Background: an optimization exercise with open tools, aiming at small area. Do not read the settings as production practice. RTL that was checked went through simulation tests only; none was proved equivalent to the original.

==> inputs of v25 <==
Design calc_top, start of the top module:
module calc_top
#(
    parameter int DEBOUNCE_CYCLES = 4,
    parameter int SCAN_DIV_BITS   = 2
) (
    input  logic        clk,
    input  logic        arst_n,
    input  logic [4:0]  board_button,
    input  logic [14:0] board_switch,
    output logic [3:0]  digit_ctrl,
    output logic [7:0]  digit_seg,
    output logic        exe_done,
    output logic [2:0]  display_stage
);
==> module calc_execute, before the edit <==
module calc_execute
(
    input  logic        clk,
    input  logic        is_idle,
    input  logic        is_conv,
    input  logic        is_disp,
    input  logic [4:0]  cnt,
    input  logic        capture_a,
    input  logic        capture_b,
    input  logic        leave_disp,
    input  logic [2:0]  op_switch,
    input  logic        e_sign,
    input  logic [11:0] e_digits,
    output logic [23:0] r,
    output logic        negative_raw,
    output logic        valid
);
    logic [10:0] a_bits;    
    logic        a_sign;
    logic [1:0]  op;        
    logic mul, addsub, is_sub, diff;
    logic horner, last, zmode;
    logic abit, zb;
    logic sel_e, sel_k, bit_in;
    logic [11:0] bv;
    logic [11:0] x;
    logic ge;
    logic [23:0] r_next;
    assign mul    = ~op[1] & op[0];
    assign addsub = op[1];
    assign is_sub = op[1] & ~op[0];
    assign valid  = op[1] | op[0];
    assign diff   = addsub & (a_sign ^ e_sign ^ is_sub);
    assign horner = is_conv & (cnt[4] | (cnt[3] & (cnt[2] | cnt[1])));
    assign last   = is_conv & (cnt == 5'd19);
    assign zmode  = ~horner;
    assign abit   = a_bits[9];
    function automatic logic gt5(input logic [3:0] d);
        gt5 = d[3] | (d[2] & d[1]);
    endfunction
    function automatic logic is5(input logic [3:0] d);
        is5 = d[2] & ~d[1] & d[0];
    endfunction
    function automatic logic gt1(input logic [3:0] d);
        gt1 = d[3] | d[2] | d[1];
    endfunction
    assign zb = r[12] | gt5(r[11:8])
              | (is5(r[11:8]) & (gt1(r[7:4]) | (~gt1(r[7:4]) & r[4] & gt1(r[3:0]))));
    function automatic logic [3:0] nines(input logic [3:0] d);
        nines = {~(d[3] | d[2] | d[1]), d[2] ^ d[1], d[1], ~d[0]};
    endfunction
    assign bv     = (diff & horner) ? {nines(e_digits[11:8]), nines(e_digits[7:4]), nines(e_digits[3:0])}
                         : e_digits;
    assign sel_e  = capture_a | (horner & ((mul & abit) | (last & addsub)));
    assign sel_k  = zmode & zb;
    assign x      = (sel_e ? bv : 12'd0) | (sel_k ? 12'h976 : 12'd0);
    assign bit_in = horner & addsub & abit;
    function automatic logic [3:0] half_adj(input logic [3:0] d);
        logic g;
        logic [2:0] m;
        g    = d[3] | (d[2] & (d[1] | d[0]));
        m[2] = (d[2] & ~d[1] & ~d[0]) | (d[3] & d[0]);
        m[1] = (d[1] & (~d[2] | d[0])) | (d[3] & ~d[0]);
        m[0] = (~d[3] & ~d[2] & d[0]) | (d[2] & d[1] & ~d[0]) | (d[3] & ~d[0]);
        half_adj = {g, m};
    endfunction
    always_comb begin
        logic [3:0]  h;
        logic [23:0] nd;
        logic [4:0]  c;
        logic [3:0]  s;
        logic [3:0]  xd;
        logic [12:0] gc;
        logic        co;
        logic        dcar;
        logic        acar;
        dcar = bit_in;
        for (int k = 0; k < 6; k++) begin
            h = half_adj(r[4*k +: 4]);
            nd[4*k +: 4] = {h[2:0], dcar};
            dcar = h[3];
        end
        gc[0] = 1'b1;
        for (int b = 0; b < 12; b++) begin
            gc[b+1] = (nd[b] & ~e_digits[b]) | (gc[b] & (nd[b] | ~e_digits[b]));
        end
        ge = gc[12];
        acar = last & diff & ge;
        for (int k = 0; k < 6; k++) begin
            if (k < 3) begin
                xd   = x[4*k +: 4];
                c[0] = acar;
                for (int b = 0; b < 4; b++) begin
                    s[b]   = nd[4*k+b] ^ xd[b] ^ c[b];
                    c[b+1] = (nd[4*k+b] & xd[b]) | (c[b] & (nd[4*k+b] ^ xd[b]));
                end
                co = c[4] | (s[3] & (s[2] | s[1]));
                r_next[4*k+0] = s[0];
                r_next[4*k+1] = s[1] ^ co;
                r_next[4*k+2] = s[2] ^ (co & ~s[1]);
                r_next[4*k+3] = s[3] ^ (co & (s[2] | s[1]));
                acar = co;
                if (k == 2) begin
                    acar = co & ~(last & diff);
                end
            end else begin
                co = acar & nd[4*k] & nd[4*k+3];
                r_next[4*k+0] = nd[4*k] ^ acar;
                r_next[4*k+1] = (nd[4*k+1] ^ (nd[4*k] & acar)) & ~co;
                r_next[4*k+2] = nd[4*k+2] ^ (nd[4*k+1] & nd[4*k] & acar);
                r_next[4*k+3] = (nd[4*k+3] ^ (nd[4*k+2] & nd[4*k+1] & nd[4*k] & acar)) & ~co;
                acar = co;
            end
        end
        if (last & diff & ~ge) begin
            r_next[11:0] = {nines(r_next[11:8]), nines(r_next[7:4]), nines(r_next[3:0])};
        end
        if (zmode) begin
            r_next[15:13] = 3'd0;
        end
    end
    always_ff @(posedge clk) begin
        if (is_idle || leave_disp) begin
            r <= '0;
        end else if (!is_disp) begin
            r <= r_next;
        end
    end
    always_ff @(posedge clk) begin
        if (capture_a) begin
            a_bits <= 11'd1;
            a_sign <= e_sign;
        end else if (!a_bits[10] || horner) begin
            a_bits <= {a_bits[9:0], zb};
        end
        if (capture_b) begin
            op[1] <= op_switch[0] | op_switch[1];
            op[0] <= op_switch[0] | (~op_switch[1] & op_switch[2]);
        end
        if (last) begin
            negative_raw <= mul ? (a_sign ^ e_sign) : (a_sign ^ (diff & ~ge));
        end
    end
endmodule
clock: 12.0 ns
lec_check: 0
abc_area: 1
cap_margin: 20
core_margin: 2
core_utilization: 70
cts_buf_list: sky130_fd_sc_hd__clkbuf_8
slew_margin: 20
run.sh (not shown) runs the stock make flow with config.mk's settings and CLKGATE_MAP_FILE= SYNTH_SCRIPT=/design/flow/synth_recipe.tcl, a recipe that flattens the netlist after the stock synthesis.
==> v35 (differences from v25) <==
--- a/flow/design.v
+++ b/flow/design.v
@@ -240,7 +240,7 @@
     logic [1:0]  op;        
     logic mul, addsub, is_sub, diff;
-    logic horner, last, zmode;
+    logic horner, hold, clr, zmode, last;
     logic abit, zb;
-    logic sel_e, sel_k, bit_in;
+    logic sel_e, sel_k, comp_x, bit_in;
     logic [11:0] bv;
     logic [11:0] x;
@@ -252,24 +252,20 @@
     assign valid  = op[1] | op[0];
     assign diff   = addsub & (a_sign ^ e_sign ^ is_sub);
-    assign horner = is_conv & (cnt[4] | (cnt[3] & (cnt[2] | cnt[1])));
-    assign last   = is_conv & (cnt == 5'd19);
+    assign horner = is_conv & ~cnt[4] & (cnt[3] | (cnt[2] & cnt[1]));    
+    assign last   = horner & (cnt[3:0] == 4'd15);
+    assign hold   = (is_disp & ~leave_disp) | (is_conv & cnt[4]);
+    assign clr    = is_idle | leave_disp;
     assign zmode  = ~horner;
-    assign abit   = a_bits[9];
-    function automatic logic gt5(input logic [3:0] d);
-        gt5 = d[3] | (d[2] & d[1]);
-    endfunction
-    function automatic logic is5(input logic [3:0] d);
-        is5 = d[2] & ~d[1] & d[0];
-    endfunction
-    function automatic logic gt1(input logic [3:0] d);
-        gt1 = d[3] | d[2] | d[1];
-    endfunction
-    assign zb = r[12] | gt5(r[11:8])
-              | (is5(r[11:8]) & (gt1(r[7:4]) | (~gt1(r[7:4]) & r[4] & gt1(r[3:0]))));
+    logic [15:0] a_pad;
+    assign a_pad = {5'd0, a_bits};
+    assign abit  = a_pad[~cnt[3:0]];
+    assign zb = r[12] | (r[11:8] > 4'd5)
+              | ((r[11:8] == 4'd5) & ((r[7:4] > 4'd1) | ((r[7:4] == 4'd1) & (r[3:0] >= 4'd2))));
     function automatic logic [3:0] nines(input logic [3:0] d);
         nines = {~(d[3] | d[2] | d[1]), d[2] ^ d[1], d[1], ~d[0]};
     endfunction
-    assign bv     = (diff & horner) ? {nines(e_digits[11:8]), nines(e_digits[7:4]), nines(e_digits[3:0])}
-                         : e_digits;
+    assign comp_x = diff & horner;
+    assign bv     = comp_x ? {nines(e_digits[11:8]), nines(e_digits[7:4]), nines(e_digits[3:0])}
+                           : e_digits;
     assign sel_e  = capture_a | (horner & ((mul & abit) | (last & addsub)));
     assign sel_k  = zmode & zb;
@@ -281,5 +277,5 @@
         g    = d[3] | (d[2] & (d[1] | d[0]));
         m[2] = (d[2] & ~d[1] & ~d[0]) | (d[3] & d[0]);
-        m[1] = (d[1] & (~d[2] | d[0])) | (d[3] & ~d[0]);
+        m[1] = (~d[2] & d[1]) | (d[2] & d[1] & d[0]) | (d[3] & ~d[0]);
         m[0] = (~d[3] & ~d[2] & d[0]) | (d[2] & d[1] & ~d[0]) | (d[3] & ~d[0]);
         half_adj = {g, m};
@@ -291,5 +287,4 @@
         logic [3:0]  s;
         logic [3:0]  xd;
-        logic [12:0] gc;
         logic        co;
         logic        dcar;
@@ -301,9 +296,5 @@
             dcar = h[3];
         end
-        gc[0] = 1'b1;
-        for (int b = 0; b < 12; b++) begin
-            gc[b+1] = (nd[b] & ~e_digits[b]) | (gc[b] & (nd[b] | ~e_digits[b]));
-        end
-        ge = gc[12];
+        ge = (nd[11:0] >= e_digits);
         acar = last & diff & ge;
         for (int k = 0; k < 6; k++) begin
@@ -341,7 +332,7 @@
     end
     always_ff @(posedge clk) begin
-        if (is_idle || leave_disp) begin
+        if (clr) begin
             r <= '0;
-        end else if (!is_disp) begin
+        end else if (!hold) begin
             r <= r_next;
         end
@@ -351,5 +342,5 @@
             a_bits <= 11'd1;
             a_sign <= e_sign;
-        end else if (!a_bits[10] || horner) begin
+        end else if (!a_bits[10]) begin
             a_bits <= {a_bits[9:0], zb};
         end
--- a/flow/config.mk
+++ b/flow/config.mk
@@ -9,5 +9,4 @@
 export CAP_MARGIN = 20
 export CORE_MARGIN = 2
-export CORE_UTILIZATION = 70
-export CTS_BUF_LIST = sky130_fd_sc_hd__clkbuf_8
+export CORE_UTILIZATION = 40
 export SLEW_MARGIN = 20
==> v23 (differences from v25) <==
--- a/flow/design.v
+++ b/flow/design.v
@@ -240,7 +240,7 @@
     logic [1:0]  op;        
     logic mul, addsub, is_sub, diff;
-    logic horner, last, zmode;
+    logic horner, hold, clr, zmode, last;
     logic abit, zb;
-    logic sel_e, sel_k, bit_in;
+    logic sel_e, sel_k, comp_x, bit_in;
     logic [11:0] bv;
     logic [11:0] x;
@@ -252,24 +252,20 @@
     assign valid  = op[1] | op[0];
     assign diff   = addsub & (a_sign ^ e_sign ^ is_sub);
-    assign horner = is_conv & (cnt[4] | (cnt[3] & (cnt[2] | cnt[1])));
-    assign last   = is_conv & (cnt == 5'd19);
+    assign horner = is_conv & ~cnt[4] & (cnt[3] | (cnt[2] & cnt[1]));    
+    assign last   = horner & (cnt[3:0] == 4'd15);
+    assign hold   = (is_disp & ~leave_disp) | (is_conv & cnt[4]);
+    assign clr    = is_idle | leave_disp;
     assign zmode  = ~horner;
-    assign abit   = a_bits[9];
-    function automatic logic gt5(input logic [3:0] d);
-        gt5 = d[3] | (d[2] & d[1]);
-    endfunction
-    function automatic logic is5(input logic [3:0] d);
-        is5 = d[2] & ~d[1] & d[0];
-    endfunction
-    function automatic logic gt1(input logic [3:0] d);
-        gt1 = d[3] | d[2] | d[1];
-    endfunction
-    assign zb = r[12] | gt5(r[11:8])
-              | (is5(r[11:8]) & (gt1(r[7:4]) | (~gt1(r[7:4]) & r[4] & gt1(r[3:0]))));
+    logic [15:0] a_pad;
+    assign a_pad = {5'd0, a_bits};
+    assign abit  = a_pad[~cnt[3:0]];
+    assign zb = r[12] | (r[11:8] > 4'd5)
+              | ((r[11:8] == 4'd5) & ((r[7:4] > 4'd1) | ((r[7:4] == 4'd1) & (r[3:0] >= 4'd2))));
     function automatic logic [3:0] nines(input logic [3:0] d);
         nines = {~(d[3] | d[2] | d[1]), d[2] ^ d[1], d[1], ~d[0]};
     endfunction
-    assign bv     = (diff & horner) ? {nines(e_digits[11:8]), nines(e_digits[7:4]), nines(e_digits[3:0])}
-                         : e_digits;
+    assign comp_x = diff & horner;
+    assign bv     = comp_x ? {nines(e_digits[11:8]), nines(e_digits[7:4]), nines(e_digits[3:0])}
+                           : e_digits;
     assign sel_e  = capture_a | (horner & ((mul & abit) | (last & addsub)));
     assign sel_k  = zmode & zb;
@@ -281,5 +277,5 @@
         g    = d[3] | (d[2] & (d[1] | d[0]));
         m[2] = (d[2] & ~d[1] & ~d[0]) | (d[3] & d[0]);
-        m[1] = (d[1] & (~d[2] | d[0])) | (d[3] & ~d[0]);
+        m[1] = (~d[2] & d[1]) | (d[2] & d[1] & d[0]) | (d[3] & ~d[0]);
         m[0] = (~d[3] & ~d[2] & d[0]) | (d[2] & d[1] & ~d[0]) | (d[3] & ~d[0]);
         half_adj = {g, m};
@@ -291,5 +287,4 @@
         logic [3:0]  s;
         logic [3:0]  xd;
-        logic [12:0] gc;
         logic        co;
         logic        dcar;
@@ -301,9 +296,5 @@
             dcar = h[3];
         end
-        gc[0] = 1'b1;
-        for (int b = 0; b < 12; b++) begin
-            gc[b+1] = (nd[b] & ~e_digits[b]) | (gc[b] & (nd[b] | ~e_digits[b]));
-        end
-        ge = gc[12];
+        ge = (nd[11:0] >= e_digits);
         acar = last & diff & ge;
         for (int k = 0; k < 6; k++) begin
@@ -341,7 +332,7 @@
     end
     always_ff @(posedge clk) begin
-        if (is_idle || leave_disp) begin
+        if (clr) begin
             r <= '0;
-        end else if (!is_disp) begin
+        end else if (!hold) begin
             r <= r_next;
         end
@@ -351,5 +342,5 @@
             a_bits <= 11'd1;
             a_sign <= e_sign;
-        end else if (!a_bits[10] || horner) begin
+        end else if (!a_bits[10]) begin
             a_bits <= {a_bits[9:0], zb};
         end
--- a/flow/config.mk
+++ b/flow/config.mk
@@ -10,4 +10,3 @@
 export CORE_MARGIN = 2
 export CORE_UTILIZATION = 70
-export CTS_BUF_LIST = sky130_fd_sc_hd__clkbuf_8
 export SLEW_MARGIN = 20
==> qor summary <==
                                                                               v25                        v23                         v35
Detailed-route wire length on metal 1                                      6030 um                    6314 um                     7391 um
Status                                                     complete, no violations    complete, no violations     complete, no violations
Multi-input logic portion of the cell area                                  0.5139                     0.5345                      0.5196
Fraction of met3 tracks used by global routing                             0.04777                    0.04317                     0.04007
Area used by multi-input combinational logic                            3317 sq um                 3531 sq um                  3531 sq um
Total standard cell area after synthesis                                5962 sq um                 6147 sq um                  6147 sq um
Cell count after synthesis                                                     844                        876                         876
Non-clock inverter total of the final layout                                   161                        147                         147
Fraction of synthesized cell area in xor and xnor cells                    0.03820                    0.02850                     0.02850
Detail-routed net length per standard cell                                15.18 um                   15.11 um                    13.72 um
Reg-to-reg setup timing slack                                              2990 ps                    2150 ps                     2070 ps
Worst Reg2Reg Path Length in Cells                                              47                         44                          44
Worst path buffer plus inverter count                                           13                          7                           7
Tapcells                                                                       105                        108                         188
Number of fill cells in the layout                                             607                        688                        1554
Net count of the finished layout                                               920                        961                         962
Layout cell share with drive strength beyond 1                             0.07488                    0.06013                     0.06007
Clock root cell                                          sky130_fd_sc_hd__clkbuf_8  sky130_fd_sc_hd__clkbuf_8  sky130_fd_sc_hd__clkbuf_16
Floorplan row count                                                             33                         34                          45
Share of the yosys chip area belonging to registers                         0.3257                     0.3159                      0.3159
No functional check of the RTL was part of v25.

static timing again, ports no longer ideal:
Ports are ideal in the flow. The routed layouts listed here were re-timed in OpenROAD.
Step 1 (the two cells are an assumption about what drives the block):
set clk [get_ports {clk}]
set_driving_cell -lib_cell sky130_fd_sc_hd__clkbuf_16 $clk
set_driving_cell -lib_cell sky130_fd_sc_hd__buf_2 [delete_from_list [all_inputs] $clk]
Step 2 times the ports against the registers' clock, not the clock port: input delays grow and output delays shrink by t, the midpoint of the rising clock arrivals with the driver on.
a / b / c = no drivers / after step 1 / after step 2; a / b = the first two.
run	shift t [ns]	setup WS [ns]	worst hold slack (ns)	cell pins on the clock port's net
v25	0.403	2.986 / 2.986 / 2.986	0.400 / 0.400 / 0.400	1
v35	0.393	2.066 / 2.066 / 2.066	0.383 / 0.383 / 0.383	1
v23	0.407	2.152 / 2.152 / 2.152	0.398 / 0.398 / 0.398	1
After both steps setup and hold are still met in every run listed.
